Context: an optimization exercise on an open-source flow, tuned for small area, a short achievable clock period and few clock cycles per item. The choices shown serve that exercise and are no tape-out recipe.
At most, simulation tests tie the RTL to the original design; equivalence was not proved.
Power figures rest on the tool's default switching activity, not on a simulated workload.

== run E ==
==> module power_calc, before the edit <==
module power_calc (
    input  logic        clk,
    input  logic        rst,
    input  logic        in_valid,
    input  logic [19:0] in_data_1,
    input  logic [2:0]  in_data_2,
    output logic        busy,
    output logic        out_valid,
    output logic [59:0] out_data
);
    logic [19:0] b_r;        
    logic [9:0]  a_r;        
    logic [2:0]  j_r;        
    logic [2:0]  rem_r;      
    logic        act_r;      
    logic        first_r;    
    logic        small_r;    
    logic        kzero_r;    
    logic        gate_r;     
    logic        stall_r;    
    logic        bsmall_r;   
    logic [2:0]  nlast_r;    
    logic        busy_r;
    logic [9:0]  ls_r;       
    logic [9:0]  lc_r;       
    logic [19:0] cs_r;       
    logic [19:0] cc_r;       
    logic        co_r;       
    logic        cv_r;       
    logic [2:0]  cj_r;       
    logic        clast_r;    
    logic        cfin_r;     
    logic        ckz_r;      
    logic [59:0] acc_r;      
    logic        ov_r;
    logic [29:0] ts, tc;     
    logic [10:0] lo;         
    logic [19:0] hi;         
    logic [9:0]  wlo;        
    logic [19:0] whi;
    logic        last;
    logic        run;
    logic        tcyc;       
    logic        fin;
    logic        take;
    logic [59:0] view;       
    logic [9:0]  a_nxt;      
    logic [9:0]  a_base;     
    logic        a_lo;       
    logic        a_hi;       
    power_calc_csa u_csa (
        .a  (a_r),
        .b  (b_r),
        .cs (gate_r ? cs_r : 20'd0),
        .cc (gate_r ? cc_r : 20'd0),
        .s  (ts),
        .c  (tc)
    );
    logic [11:0] lo_x;
    logic [19:0] hi0;
    logic [20:0] hi1_x;
    assign lo_x  = {1'b0, ls_r, co_r} + {1'b0, lc_r, co_r};
    assign lo    = lo_x[11:1];
    assign hi0   = cs_r + cc_r;
    assign hi1_x = {cs_r, 1'b1} + {cc_r, 1'b1};
    assign hi    = lo[10] ? hi1_x[20:1] : hi0;
    assign wlo   = ckz_r ? 10'd0 : lo[9:0];
    assign whi   = ckz_r ? 20'd1 : hi;
    always_comb begin
        view = acc_r;
        if (cv_r) begin
            for (int i = 0; i < 6; i++) begin
                if (cj_r != 3'd0 && i == int'(cj_r) - 1) view[10*i +: 10] = wlo;
                if (clast_r && i == int'(cj_r))           view[10*i +: 10] = whi[9:0];
                if (clast_r && i == int'(cj_r) + 1)       view[10*i +: 10] = whi[19:10];
                if (clast_r && i > int'(cj_r) + 1)        view[10*i +: 10] = 10'd0;
            end
        end
    end
    assign last = (j_r == 3'd0) ? bsmall_r : (first_r | (j_r == nlast_r));
    assign tcyc = act_r & ~stall_r;
    assign run  = tcyc & ~small_r;
    assign fin  = tcyc & (small_r | (last & (rem_r == 3'd1)));
    assign take = in_valid & ~busy_r;
    always_comb begin
        if (first_r) begin
            a_nxt = b_r[19:10];
        end else begin
            case (j_r)
                3'd0:    a_nxt = acc_r[19:10];
                3'd1:    a_nxt = acc_r[29:20];
                3'd2:    a_nxt = acc_r[39:30];
                default: a_nxt = acc_r[49:40];
            endcase
        end
    end
    always_comb begin
        a_lo   = 1'b0;
        a_hi   = 1'b0;
        a_base = a_nxt;
        if (stall_r) begin
            a_lo = (cj_r == 3'd1);
            a_hi = (cj_r == 3'd0);
        end else if (last) begin
            a_base = acc_r[9:0];
            a_lo   = cv_r & (cj_r == 3'd1);
        end else begin
            a_lo   = cv_r & ~first_r & (j_r == 3'd0) & (cj_r == 3'd2);
        end
    end
    logic        act_nt, stall_nt, first_nt, last_nt, busy_nt, busy_new;
    logic [2:0]  j_nt, rem_nt, nlast_nt;
    assign act_nt   = act_r & ~fin;
    assign stall_nt = run & last & (rem_r != 3'd1) & (j_r[2:1] == 2'd0);
    assign j_nt     = run ? (last ? 3'd0 : j_r + 3'd1) : j_r;
    assign first_nt = first_r & ~(run & last);
    assign rem_nt   = (run & last) ? rem_r - 3'd1 : rem_r;
    logic        top;        
    assign top      = lo[10] ? |hi1_x[20:11] : |hi0[19:10];
    assign nlast_nt = (cv_r & clast_r) ? cj_r + {2'd0, top} : nlast_r;
    assign last_nt  = (j_nt == 3'd0) ? bsmall_r
                    : (first_nt | (~(cv_r & clast_r) & (j_nt == nlast_r)));
    assign busy_nt  = act_nt & (stall_nt | ~last_nt | (rem_nt != 3'd1));
    assign busy_new = ~((in_data_2 < 3'd2) | ((in_data_2 == 3'd2) & ~|in_data_1[19:10]));
    always_ff @(posedge clk) begin
        if (rst) begin
            act_r   <= 1'b0;
            stall_r <= 1'b0;
            busy_r  <= 1'b0;
            cv_r    <= 1'b0;
            co_r    <= 1'b0;
            ov_r    <= 1'b0;
        end else begin
            ov_r    <= cv_r & cfin_r;
            cv_r    <= tcyc;
            co_r    <= cv_r & ~clast_r & lo[10];
            stall_r <= stall_nt;
            act_r   <= take | act_nt;
            busy_r  <= take ? busy_new : busy_nt;
        end
    end
    always_ff @(posedge clk) begin
        if (cv_r) acc_r <= view;
        nlast_r <= nlast_nt;
        ls_r    <= ts[9:0];
        lc_r    <= tc[9:0];
        cs_r    <= ts[29:10];
        cc_r    <= tc[29:10];
        cj_r    <= small_r ? 3'd1 : j_r;
        clast_r <= small_r | last;
        cfin_r  <= small_r | (last & (rem_r == 3'd1));
        ckz_r   <= small_r & kzero_r;
        a_r     <= take ? ((in_data_2 < 3'd2) ? 10'd1 : in_data_1[9:0])
                        : (a_lo ? lo[9:0] : (a_hi ? hi[9:0] : a_base));
        j_r     <= j_nt;
        gate_r  <= (j_nt != 3'd0);
        first_r <= first_nt;
        rem_r   <= rem_nt;
        if (take) begin
            b_r      <= in_data_1;
            bsmall_r <= ~|in_data_1[19:10];
            j_r      <= 3'd0;
            gate_r   <= 1'b0;
            first_r  <= 1'b1;
            small_r  <= in_data_2 < 3'd2;
            kzero_r  <= in_data_2 == 3'd0;
            rem_r    <= (in_data_2 > 3'd5) ? 3'd4 : in_data_2 - 3'd1;
        end
    end
    assign busy      = busy_r;
    assign out_valid = ov_r;
    assign out_data  = acc_r;
endmodule
export LEC_CHECK = 0
export CAP_MARGIN = 20
export CORE_MARGIN = 2
export CORE_UTILIZATION = 40
export SLEW_MARGIN = 20
create_clock -name core_clock -period 10.0 [get_ports {clk}]
standard.sh (not shown) runs the stock make flow with config.mk's settings and CLKGATE_MAP_FILE= SYNTH_SCRIPT=/design/flow/synth_recipe.tcl, a recipe that flattens the netlist after the stock synthesis.
==> flow/flow/run.sh <==
#!/bin/bash
# Standard layout, but with timing repair aiming past the 5 ns margin cap of config.mk.
set -euo pipefail
bash standard.sh SETUP_SLACK_MARGIN=6.3 finish > standard_flow.log 2>&1
Testbench counts of run E, summed over its fixed seeds: cycles 12,967, items 1,920.
Relative to run E, the following input files were edited for run D:
--- a/flow/design.v
+++ b/flow/design.v
@@ -27,8 +27,9 @@
     logic [19:0] cc_r;       
     logic        co_r;       
     logic        cv_r;       
     logic [2:0]  cj_r;       
+    logic [2:0]  cj1_r;      
     logic        clast_r;    
     logic        cfin_r;     
     logic        ckz_r;      
     logic [59:0] acc_r;      
@@ -63,10 +64,10 @@
     assign lo    = lo_x[11:1];
     assign hi0   = cs_r + cc_r;
     assign hi1_x = {cs_r, 1'b1} + {cc_r, 1'b1};
     assign hi    = lo[10] ? hi1_x[20:1] : hi0;
-    assign wlo   = ckz_r ? 10'd0 : lo[9:0];
-    assign whi   = ckz_r ? 20'd1 : hi;
+    assign wlo   = lo[9:0];
+    assign whi   = {hi[19:1], hi[0] | ckz_r};
     always_comb begin
         view = acc_r;
         if (cv_r) begin
             for (int i = 0; i < 6; i++) begin
@@ -116,9 +117,9 @@
     assign first_nt = first_r & ~(run & last);
     assign rem_nt   = (run & last) ? rem_r - 3'd1 : rem_r;
     logic        top;        
     assign top      = lo[10] ? |hi1_x[20:11] : |hi0[19:10];
-    assign nlast_nt = (cv_r & clast_r) ? cj_r + {2'd0, top} : nlast_r;
+    assign nlast_nt = (cv_r & clast_r) ? (top ? cj1_r : cj_r) : nlast_r;
     assign last_nt  = (j_nt == 3'd0) ? bsmall_r
                     : (first_nt | (~(cv_r & clast_r) & (j_nt == nlast_r)));
     assign busy_nt  = act_nt & (stall_nt | ~last_nt | (rem_nt != 3'd1));
     assign busy_new = ~((in_data_2 < 3'd2) | ((in_data_2 == 3'd2) & ~|in_data_1[19:10]));
@@ -146,12 +147,13 @@
         lc_r    <= tc[9:0];
         cs_r    <= ts[29:10];
         cc_r    <= tc[29:10];
         cj_r    <= small_r ? 3'd1 : j_r;
+        cj1_r   <= small_r ? 3'd2 : j_r + 3'd1;
         clast_r <= small_r | last;
         cfin_r  <= small_r | (last & (rem_r == 3'd1));
         ckz_r   <= small_r & kzero_r;
-        a_r     <= take ? ((in_data_2 < 3'd2) ? 10'd1 : in_data_1[9:0])
+        a_r     <= take ? ((in_data_2 < 3'd2) ? {9'd0, in_data_2[0]} : in_data_1[9:0])
                         : (a_lo ? lo[9:0] : (a_hi ? hi[9:0] : a_base));
         j_r     <= j_nt;
         gate_r  <= (j_nt != 3'd0);
         first_r <= first_nt;
==> run notes <==
Between run E and run D, the difference in global-route met3 utilization is negligible.
Against run E as the reference, run D delivers a higher leakage power total.
Run D against run E: peak supply drop now larger, number of violations reported at the end of detailed-routing iteration 0 shrank by 1.2%, data arrival time of the critical path went up.
Relative to run E, area fraction in compound gates after synthesis increased by 0.91 points in run D.
Lower global-route usage over all layers was reported by run E, not run D.
Number of antenna violations at the first check in global routing, run E and run D: smaller value in run D
STATUS worst path setup slack after routing: run D loses against run E
Any difference in worst hold slack between run D and run E is small enough to ignore.
Function not checked in run D: the RTL went through the layout flow alone.

-- separate check: timing with driven ports --
No port has a modelled driver above. Below, the same layouts with a new extraction and two added sets of constraints. Step 1, drivers: a clkbuf_16 drives clk and a buf_2 each remaining input, both assumed. Step 2 adds t to the input delays and takes it off the output delays; t is the mean of the earliest and latest rising clock arrival at the registers after step 1. Input paths then give back, and output paths get back, about the clock's delay inside the block. Slacks: no drivers / after step 1 / after step 2; pairs: no drivers / after step 1.
| run | t, ns | slack for setup (ns) | latest minus earliest clock arrival (ns) | slew at the worst register clock pin (ns) | cell pins on the clock port's net |
|---|---|---|---|---|---|
| run E | 0.499 | 6.402 / 6.402 / 6.140 | 0.014 / 0.014 | 0.07 / 0.07 | 1 |
| run D | 0.497 | 6.347 / 6.347 / 6.046 | 0.018 / 0.018 | 0.08 / 0.08 | 1 |
After both steps every run listed still meets setup and hold. For run D, which loses most, drivers alone change the setup slack by 0.000 ns; drivers and shift together by -0.301 ns.
